From an optimization exercise on the open Yosys and OpenROAD flow, aimed at small area, a short achievable clock period and few clock cycles; shortcuts taken in it are not production practice.
RTL that was checked went through simulation tests only; none was proved equivalent to the original.
Power and IR drop assume default switching activity.

Setup of rev 12:
==> flow/design.v <==
package dpc_pkg;
	localparam int PIX_W  = 8;
	localparam int DIM_W  = 9;
	localparam int CNT_W  = 17;
	localparam int SUM_W  = 24;
	localparam int CFG_IW = 3;
	localparam int CFG_DW = 17;
endpackage
module dark_pixel_centroid (
	input  logic        clk,
	input  logic        arst_n,
	input  logic        cfg_valid,
	output logic        cfg_ready,
	input  logic [2:0]  cfg_index,
	input  logic [16:0] cfg_data,
	input  logic        s_tvalid,
	output logic        s_tready,
	input  logic [7:0]  s_tdata,
	input  logic        s_tlast,
	output logic        m_tvalid,
	input  logic        m_tready,
	output logic [39:0] m_tdata,
	output logic        m_tuser
);
	logic [7:0]  cfg_wm1;                         
	logic [8:0]  cfg_xs1, cfg_xe1, cfg_ys1, cfg_ye1;   
	logic [7:0]  cfg_thr;
	logic [16:0] cfg_min, cfg_max;
	logic [8:0]  cfg_dec;
	assign cfg_ready = 1'b1;
	assign cfg_dec   = cfg_data[8:0] - 9'd1;
	always_ff @(posedge clk or negedge arst_n) begin
		if (!arst_n) begin
			cfg_wm1 <= 8'd95;
			cfg_thr <= 8'd85;
			cfg_xs1 <= 9'd9;
			cfg_xe1 <= 9'd85;
			cfg_ys1 <= 9'd9;
			cfg_ye1 <= 9'd85;
			cfg_min <= 17'd180;
			cfg_max <= 17'd3176;
		end else if (cfg_valid) begin
			case (cfg_index)
				3'd0: cfg_wm1 <= cfg_dec[8] ? {8{cfg_data[8]}} : cfg_dec[7:0];
				3'd1: cfg_thr <= cfg_data[7:0];
				3'd2: cfg_xs1 <= cfg_dec;
				3'd3: cfg_xe1 <= cfg_dec;
				3'd4: cfg_ys1 <= cfg_dec;
				3'd5: cfg_ye1 <= cfg_dec;
				3'd6: cfg_min <= cfg_data;
				3'd7: cfg_max <= cfg_data;
				default: ;
			endcase
		end
	end
	logic rdy_q, v0_q, div_q, vld_q, clr_q;
	logic last_q, w0_q;           
	logic st_q, swap_q, fin_q;
	logic clr, last;
	logic [7:0]  col_q, row_q;    
	logic        fs_q;            
	logic        xs_q, xe_q;      
	logic        ys_q, ye_q;      
	logic [16:0] cnt_q;           
	logic        nz_q, min_q, max_q;   
	logic [26:0] x_q;             
	logic [23:0] y_q;             
	logic        cx_q, cy_q;      
	logic        found_q;
	assign clr  = clr_q;
	assign last = last_q;
	logic       wrap, inc, eq_min, eq_max;
	logic       xs_d, xe_d, ys_d, ye_d;
	logic       xs_z, xe_z, ys_z, ye_z;
	logic [8:0] sx_lo, sy_lo;
	logic [16:0] sx_hi, sy_hi;
	logic       force_x, force_y;
	assign wrap = col_q == cfg_wm1;
	assign xs_z = &cfg_xs1;
	assign xe_z = &cfg_xe1;
	assign ys_z = &cfg_ys1;
	assign ye_z = &cfg_ye1;
	always_comb begin
		xs_d = xs_q;
		xe_d = xe_q;
		ys_d = ys_q;
		ye_d = ye_q;
		if (clr || last || (fs_q && !v0_q)) begin
			xs_d = xs_z;
			xe_d = xe_z;
			ys_d = ys_z;
			ye_d = ye_z;
		end else if (v0_q) begin
			if (wrap) begin
				xs_d = xs_z;
				xe_d = xe_z;
				if (row_q != 8'hff) begin
					if ({1'b0, row_q} == cfg_ys1) ys_d = 1'b1;
					if ({1'b0, row_q} == cfg_ye1) ye_d = 1'b1;
				end
			end else begin
				if ({1'b0, col_q} == cfg_xs1) xs_d = 1'b1;
				if ({1'b0, col_q} == cfg_xe1) xe_d = 1'b1;
			end
		end
	end
	assign inc    = w0_q && !(&cnt_q);
	assign eq_min = cnt_q == cfg_min;
	assign eq_max = cnt_q == cfg_max;
	assign sx_lo   = {1'b0, x_q[7:0]} + {1'b0, col_q & {8{w0_q}}};
	assign sy_lo   = {1'b0, y_q[7:0]} + {1'b0, row_q & {8{w0_q}}};
	assign sx_hi   = {1'b0, x_q[23:8]} + {16'd0, cx_q};
	assign sy_hi   = {1'b0, y_q[23:8]} + {16'd0, cy_q};
	assign force_x = (cx_q && x_q[23:8] == 16'hffff) || (fin_q && (x_q[8] || !found_q));
	assign force_y = (cy_q && y_q[23:8] == 16'hffff) || (fin_q && (y_q[8] || !found_q));
	logic [19:0] sum;
	logic        neg, found;
	assign neg     = x_q[26];
	assign sum     = {x_q[26:8], 1'b1} + {{2'b0, cnt_q} ^ {19{!neg}}, !neg};
	assign found = nz_q && (min_q || eq_min) && !max_q;
	always_ff @(posedge clk or negedge arst_n) begin
		if (!arst_n) begin
			rdy_q  <= 1'b0;
			v0_q   <= 1'b0;
			last_q <= 1'b0;
			div_q  <= 1'b0;
			vld_q  <= 1'b0;
			clr_q  <= 1'b1;
			st_q   <= 1'b0;
			swap_q <= 1'b0;
			fin_q  <= 1'b0;
		end else begin
			v0_q   <= s_tvalid && rdy_q;
			last_q <= s_tvalid && rdy_q && s_tlast;
			clr_q  <= vld_q && m_tready;
			if (clr_q)                     rdy_q <= 1'b1;
			else if (s_tvalid && s_tlast)  rdy_q <= 1'b0;
			if (last_q)        div_q <= 1'b1;
			else if (fin_q)    div_q <= 1'b0;
			if (fin_q)         vld_q <= 1'b1;
			else if (m_tready) vld_q <= 1'b0;
			st_q   <= div_q && (col_q <= 8'd8 || (col_q >= 8'd10 && col_q <= 8'd18));
			swap_q <= div_q && col_q == 8'd9;
			fin_q  <= div_q && col_q == 8'd19;
		end
	end
	always_ff @(posedge clk) begin
		w0_q    <= s_tvalid && rdy_q && (s_tdata < cfg_thr) && xs_d && !xe_d && ys_d && !ye_d;
		found_q <= found;
		xs_q <= xs_d;
		xe_q <= xe_d;
		ys_q <= ys_d;
		ye_q <= ye_d;
		if (clr || last) fs_q <= 1'b1;
		else if (v0_q)   fs_q <= 1'b0;
		if (clr || last) begin
			col_q <= '0;
			row_q <= '0;
		end else if (div_q) begin
			col_q <= col_q + 8'd1;
		end else if (v0_q) begin
			if (wrap) begin
				col_q <= '0;
				if (row_q != 8'hff) row_q <= row_q + 8'd1;
			end else begin
				col_q <= col_q + 8'd1;
			end
		end
		cnt_q <= (clr || (fin_q && !found_q)) ? 17'd0 : cnt_q + {16'd0, inc};
		if (clr) begin
			nz_q   <= 1'b0;
			min_q  <= 1'b0;
			max_q  <= 1'b0;
		end else if (inc) begin
			nz_q  <= 1'b1;
			if (eq_min) min_q <= 1'b1;
			if (eq_max) max_q <= 1'b1;
		end
		cx_q <= sx_lo[8] && !clr;
		cy_q <= sy_lo[8] && !clr;
		y_q  <= clr ? 24'd0 : force_y ? 24'hffffff : {sy_hi[15:0], sy_lo[7:0]};
		if (clr) begin
			x_q <= '0;
		end else if (swap_q) begin
			x_q      <= {3'b0, y_q};
			y_q[8:0] <= x_q[8:0];
		end else if (st_q) begin
			x_q <= {sum[18:1], x_q[7:0], !sum[19]};
		end else begin
			x_q <= {3'b0, force_x ? 24'hffffff : {sx_hi[15:0], sx_lo[7:0]}};
		end
	end
	assign s_tready = rdy_q;
	assign m_tvalid = vld_q;
	assign m_tuser  = found_q;
	assign m_tdata  = {5'b0, cnt_q, !found_q, x_q[7:0], !found_q, y_q[7:0]};
endmodule
Settings: LEC_CHECK=0, CAP_MARGIN=20, CORE_MARGIN=2, CORE_UTILIZATION=40, CTS_BUF_LIST=sky130_fd_sc_hd__clkbuf_8, CTS_CLUSTER_SIZE=10, SETUP_SLACK_MARGIN=2.7, SLEW_MARGIN=20; clock period 5.0 ns.
standard.sh (not shown) runs the stock make flow with config.mk's settings and CLKGATE_MAP_FILE= SYNTH_SCRIPT=/design/flow/synth_recipe.tcl, a recipe that flattens the netlist after the stock synthesis.
==> flow/flow/run.sh <==
#!/bin/bash
# The standard layout (standard.sh: the standard flow's synthesis and ORFS flow, unchanged), with the
# ports buffered by the smallest buffer instead of the resizer's default pick; the resizer
# still upsizes or adds buffers where a port's load or timing needs it.
set -euo pipefail
bash standard.sh finish \
	'BUFFER_PORTS_ARGS=-buffer_cell sky130_fd_sc_hd__buf_1' \
	> make_finish.log 2>&1
Rev 12 reached the end of the flow, and the finished layout is clean on the timing, DRC and antenna checks.
Input-level comparison between rev 13 and rev 12:
diff --git a/flow/design.v b/flow/design.v
--- a/flow/design.v
+++ b/flow/design.v
@@ -54,9 +54,9 @@
 		end
 	end
 	logic rdy_q, v0_q, div_q, vld_q, clr_q;
 	logic last_q, w0_q;           
-	logic st_q, swap_q, fin_q;
+	logic lo_q, hi_q, swap_q, fin_q;
 	logic clr, last;
 	logic [7:0]  col_q, row_q;    
 	logic        fs_q;            
 	logic        xs_q, xe_q;      
@@ -65,8 +65,9 @@
 	logic        nz_q, min_q, max_q;   
 	logic [26:0] x_q;             
 	logic [23:0] y_q;             
 	logic        cx_q, cy_q;      
+	logic        cd_q;            
 	logic        found_q;
 	assign clr  = clr_q;
 	assign last = last_q;
 	logic       wrap, inc, eq_min, eq_max;
@@ -112,12 +113,14 @@
 	assign sx_hi   = {1'b0, x_q[23:8]} + {16'd0, cx_q};
 	assign sy_hi   = {1'b0, y_q[23:8]} + {16'd0, cy_q};
 	assign force_x = (cx_q && x_q[23:8] == 16'hffff) || (fin_q && (x_q[8] || !found_q));
 	assign force_y = (cy_q && y_q[23:8] == 16'hffff) || (fin_q && (y_q[8] || !found_q));
-	logic [19:0] sum;
+	logic [11:0] lo;
+	logic [9:0]  hi;
 	logic        neg, found;
 	assign neg     = x_q[26];
-	assign sum     = {x_q[26:8], 1'b1} + {{2'b0, cnt_q} ^ {19{!neg}}, !neg};
+	assign lo      = {1'b0, x_q[17:8], 1'b1} + {1'b0, cnt_q[9:0] ^ {10{!neg}}, !neg};
+	assign hi      = {x_q[26:18], 1'b1} + {{2'b0, cnt_q[16:10]} ^ {9{!neg}}, cd_q};
 	assign found = nz_q && (min_q || eq_min) && !max_q;
 	always_ff @(posedge clk or negedge arst_n) begin
 		if (!arst_n) begin
 			rdy_q  <= 1'b0;
@@ -125,9 +128,10 @@
 			last_q <= 1'b0;
 			div_q  <= 1'b0;
 			vld_q  <= 1'b0;
 			clr_q  <= 1'b1;
-			st_q   <= 1'b0;
+			lo_q   <= 1'b0;
+			hi_q   <= 1'b0;
 			swap_q <= 1'b0;
 			fin_q  <= 1'b0;
 		end else begin
 			v0_q   <= s_tvalid && rdy_q;
@@ -138,11 +142,12 @@
 			if (last_q)        div_q <= 1'b1;
 			else if (fin_q)    div_q <= 1'b0;
 			if (fin_q)         vld_q <= 1'b1;
 			else if (m_tready) vld_q <= 1'b0;
-			st_q   <= div_q && (col_q <= 8'd8 || (col_q >= 8'd10 && col_q <= 8'd18));
-			swap_q <= div_q && col_q == 8'd9;
-			fin_q  <= div_q && col_q == 8'd19;
+			lo_q   <= div_q && !col_q[0] && (col_q <= 8'd16 || (col_q >= 8'd20 && col_q <= 8'd36));
+			hi_q   <= div_q &&  col_q[0] && (col_q <= 8'd17 || (col_q >= 8'd21 && col_q <= 8'd37));
+			swap_q <= div_q && col_q == 8'd18;
+			fin_q  <= div_q && col_q == 8'd38;
 		end
 	end
 	always_ff @(posedge clk) begin
 		w0_q    <= s_tvalid && rdy_q && (s_tdata < cfg_thr) && xs_d && !xe_d && ys_d && !ye_d;
@@ -175,18 +180,21 @@
 			nz_q  <= 1'b1;
 			if (eq_min) min_q <= 1'b1;
 			if (eq_max) max_q <= 1'b1;
 		end
+		cd_q <= lo[11];
 		cx_q <= sx_lo[8] && !clr;
 		cy_q <= sy_lo[8] && !clr;
 		y_q  <= clr ? 24'd0 : force_y ? 24'hffffff : {sy_hi[15:0], sy_lo[7:0]};
 		if (clr) begin
 			x_q <= '0;
 		end else if (swap_q) begin
 			x_q      <= {3'b0, y_q};
 			y_q[8:0] <= x_q[8:0];
-		end else if (st_q) begin
-			x_q <= {sum[18:1], x_q[7:0], !sum[19]};
+		end else if (lo_q) begin
+			x_q[17:8] <= lo[10:1];
+		end else if (hi_q) begin
+			x_q <= {hi[8:1], x_q[17:0], !hi[9]};
 		end else begin
 			x_q <= {3'b0, force_x ? 24'hffffff : {sx_hi[15:0], sx_lo[7:0]}};
 		end
 	end
[summary]
Against rev 12, final RePlAce weighted congestion in rev 13 rose slightly. Of rev 13 and rev 12, the run reporting the higher count of unique library cells instantiated by Yosys was rev 12. Measured against each other, rev 13 and rev 12 differ in pre-CTS setup slack, the higher figure coming from rev 13. Diff rev 12 -> rev 13: vias per cell went down by 0.13; number of buffers added for setup after CTS went up by 5. Fraction of the mapped netlist area in compound gates: lower on rev 12. Delta (rev 13 minus rev 12): data arrival at the endpoint of the critical path lower, final period demand of the worst path decreased by 0.13 ns relative to the old numbers.
No run of this note included a check of the RTL's function; only the layout flow was run.

* * *

build 8:
Another version of the RTL of dark_pixel_centroid (not shown whole).
For scale: about 200 flip-flops, ~12000 um^2 of cells after synthesis.
Design dark_pixel_centroid, start of the top module:
module dark_pixel_centroid (
	input  logic        clk,
	input  logic        arst_n,
	input  logic        cfg_valid,
	output logic        cfg_ready,
	input  logic [2:0]  cfg_index,
	input  logic [16:0] cfg_data,
	input  logic        s_tvalid,
	output logic        s_tready,
	input  logic [7:0]  s_tdata,
	input  logic        s_tlast,
	output logic        m_tvalid,
	input  logic        m_tready,
	output logic [39:0] m_tdata,
	output logic        m_tuser
);
Settings: LEC_CHECK=0, CAP_MARGIN=20, CORE_MARGIN=2, CORE_UTILIZATION=40, SETUP_SLACK_MARGIN=2.7, SLEW_MARGIN=20; clock period 5.0 ns.
Scripts as last shown in full above: flow/flow/run.sh
Edits applied to the flow inputs when going from build 8 to build 2:
--- a/flow/design.v
+++ b/flow/design.v
@@ -20,25 +20,23 @@
 	output logic        m_tvalid,
 	input  logic        m_tready,
 	output logic [39:0] m_tdata,
 	output logic        m_tuser
 );
 	logic [7:0]  cfg_wm1;                         
 	logic [8:0]  cfg_xs1, cfg_xe1, cfg_ys1, cfg_ye1;   
 	logic [7:0]  cfg_thr;
 	logic [16:0] cfg_min, cfg_max;
 	logic [8:0]  cfg_dec;
 	assign cfg_ready = 1'b1;
-	always_comb begin
-		for (int i = 0; i < 9; i++) cfg_dec[i] = cfg_data[i] ^ ~|(cfg_data[8:0] & ((9'd1 << i) - 9'd1));
-	end
+	assign cfg_dec   = cfg_data[8:0] - 9'd1;
 	always_ff @(posedge clk or negedge arst_n) begin
 		if (!arst_n) begin
 			cfg_wm1 <= 8'd95;
 			cfg_thr <= 8'd85;
 			cfg_xs1 <= 9'd9;
 			cfg_xe1 <= 9'd85;
 			cfg_ys1 <= 9'd9;
 			cfg_ye1 <= 9'd85;
 			cfg_min <= 17'd180;
 			cfg_max <= 17'd3176;
 		end else if (cfg_valid) begin
@@ -62,23 +60,22 @@
 	logic [7:0]  col_q, row_q;    
 	logic        fs_q;            
 	logic        xs_q, xe_q;      
 	logic        ys_q, ye_q;      
 	logic [16:0] cnt_q;           
 	logic        full_q;          
 	logic        nz_q, min_q, max_q;   
 	logic [26:0] x_q;             
 	logic [23:0] y_q;             
 	logic        cx_q, cy_q;      
 	logic        cd_q;            
-	logic        qp_q;            
 	logic        found_q, nf_q;
 	assign clr  = clr_q;
 	assign last = last_q;
 	logic       wrap, inc, eq_min, eq_max;
 	logic       xs_d, xe_d, ys_d, ye_d;
 	logic       xs_z, xe_z, ys_z, ye_z;
 	logic [8:0] sx_lo, sy_lo;
 	logic [16:0] sx_hi, sy_hi;
 	logic       force_x, force_y;
 	assign wrap = col_q == cfg_wm1;
 	assign xs_z = &cfg_xs1;
@@ -109,24 +106,22 @@
 			end
 		end
 	end
 	assign inc    = w0_q && !full_q;
 	assign eq_min = cnt_q == cfg_min;
 	assign eq_max = cnt_q == cfg_max;
 	assign sx_lo   = {1'b0, x_q[7:0]} + {1'b0, col_q & {8{w0_q}}};
 	assign sy_lo   = {1'b0, y_q[7:0]} + {1'b0, row_q & {8{w0_q}}};
 	assign sx_hi   = {1'b0, x_q[23:8]} + {16'd0, cx_q};
 	assign sy_hi   = {1'b0, y_q[23:8]} + {16'd0, cy_q};
 	assign force_x = (cx_q && x_q[23:8] == 16'hffff) || (fin_q && (x_q[8] || !found_q));
-	logic  qbit;
-	assign qbit = !x_q[26];
 	assign force_y = (cy_q && y_q[23:8] == 16'hffff) || (fin_q && (y_q[8] || !found_q));
 	logic [11:0] lo;
 	logic [9:0]  hi;
 	logic        neg, found;
 	assign neg     = x_q[26];
 	assign lo      = {1'b0, x_q[17:8], 1'b1} + {1'b0, cnt_q[9:0] ^ {10{!neg}}, !neg};
 	assign hi      = {x_q[26:18], 1'b1} + {{2'b0, cnt_q[16:10]} ^ {9{!neg}}, cd_q};
 	assign found = nz_q && (min_q || eq_min) && !max_q;
 	always_ff @(posedge clk or negedge arst_n) begin
 		if (!arst_n) begin
 			rdy_q  <= 1'b0;
@@ -185,32 +180,30 @@
 			min_q  <= 1'b0;
 			max_q  <= 1'b0;
 		end else if (inc) begin
 			nz_q  <= 1'b1;
 			if (cnt_q == 17'h1fffe) full_q <= 1'b1;
 			if (eq_min) min_q <= 1'b1;
 			if (eq_max) max_q <= 1'b1;
 		end
 		cx_q <= sx_lo[8] && !clr;
 		cy_q <= sy_lo[8] && !clr;
 		y_q  <= clr ? 24'd0 : force_y ? 24'hffffff : {sy_hi[15:0], sy_lo[7:0]};
-		qp_q <= hi_q;
 		if (clr) begin
 			x_q <= '0;
 		end else if (swap_q) begin
 			x_q      <= {3'b0, y_q};
-			y_q[8:0] <= {x_q[8:1], qbit};
+			y_q[8:0] <= x_q[8:0];
 		end else if (lo_q) begin
 			x_q[17:8] <= lo[10:1];
 			cd_q      <= lo[11];
-			if (qp_q) x_q[0] <= qbit;
 		end else if (hi_q) begin
-			x_q <= {hi[8:1], x_q[17:0], 1'b0};
+			x_q <= {hi[8:1], x_q[17:0], !hi[9]};
 		end else begin
-			x_q <= {3'b0, force_x ? 24'hffffff : {sx_hi[15:0], sx_lo[7:1], fin_q ? qbit : sx_lo[0]}};
+			x_q <= {3'b0, force_x ? 24'hffffff : {sx_hi[15:0], sx_lo[7:0]}};
 		end
 	end
 	assign s_tready = rdy_q;
 	assign m_tvalid = vld_q;
 	assign m_tuser  = found_q;
 	assign m_tdata  = {5'b0, cnt_q, nf_q, x_q[7:0], nf_q, y_q[7:0]};
 endmodule
### Flow results
Number of signal-net inverters in the final layout, build 2 vs build 8: up by a few percent
Between build 2 and build 8, it is build 2 whose wire length is lower, by about 2.8%.
[compare] base=build 8 new=build 2: power consumption decreased by 4.7% relative to the old numbers, synthesized cell count decreased by 5 relative to the old numbers, final cell utilization of the core increased by 0.25 points relative to the old numbers, power consumed by sequential cells closely matched the old numbers, sequential cell count decreased by 1 relative to the old numbers.
Summary — first-pass GRT wire length, build 2 relative to build 8: lower, by 1300 um.
Adder and majority cell fraction of the synthesized area (lower): build 2
Re proportion of cell area occupied by multi-input gates: build 2 and build 8 aren't equal, and the lower value belongs to build 2.
Testbench counts of build 2, summed over its fixed seeds: cycles 111,092.
No functional check of the RTL was part of build 8.

==> port drivers added, routing unchanged <==
No port has a modelled driver above. Below, the same layouts with a new extraction and two added sets of constraints. Step 1 (the two cells are an assumption about what drives the block):
set clk [get_ports {clk}]
set_driving_cell -lib_cell sky130_fd_sc_hd__clkbuf_16 $clk
set_driving_cell -lib_cell sky130_fd_sc_hd__buf_2 [delete_from_list [all_inputs] $clk]
Step 2 also shifts input and output timing later by t, the mid clock arrival at the registers, as if the neighbouring blocks saw the same clock. a / b / c = ideal / step 1 / step 2; a / b = the first two.
run	t, ns	setup slack, ns	hold slack, ns	latest minus earliest clock arrival (ns)	worst register clock-pin slew, ns
rev 12	0.516	2.576 / 2.582 / 2.065	0.446 / 0.446 / 0.446	0.021 / 0.021	0.11 / 0.11
rev 13	0.529	2.705 / 2.705 / 2.208	0.445 / 0.445 / 0.445	0.026 / 0.026	0.13 / 0.13
build 8	0.485	2.621 / 2.621 / 2.309	0.478 / 0.478 / 0.478	0.018 / 0.019	0.09 / 0.09
build 2	0.479	2.619 / 2.625 / 2.146	0.471 / 0.471 / 0.471	0.017 / 0.017	0.08 / 0.08
After both steps setup and hold are still met in every run listed. The setup slack of rev 12, which loses most, moves by +0.006 ns with the drivers and by -0.511 ns with both steps.
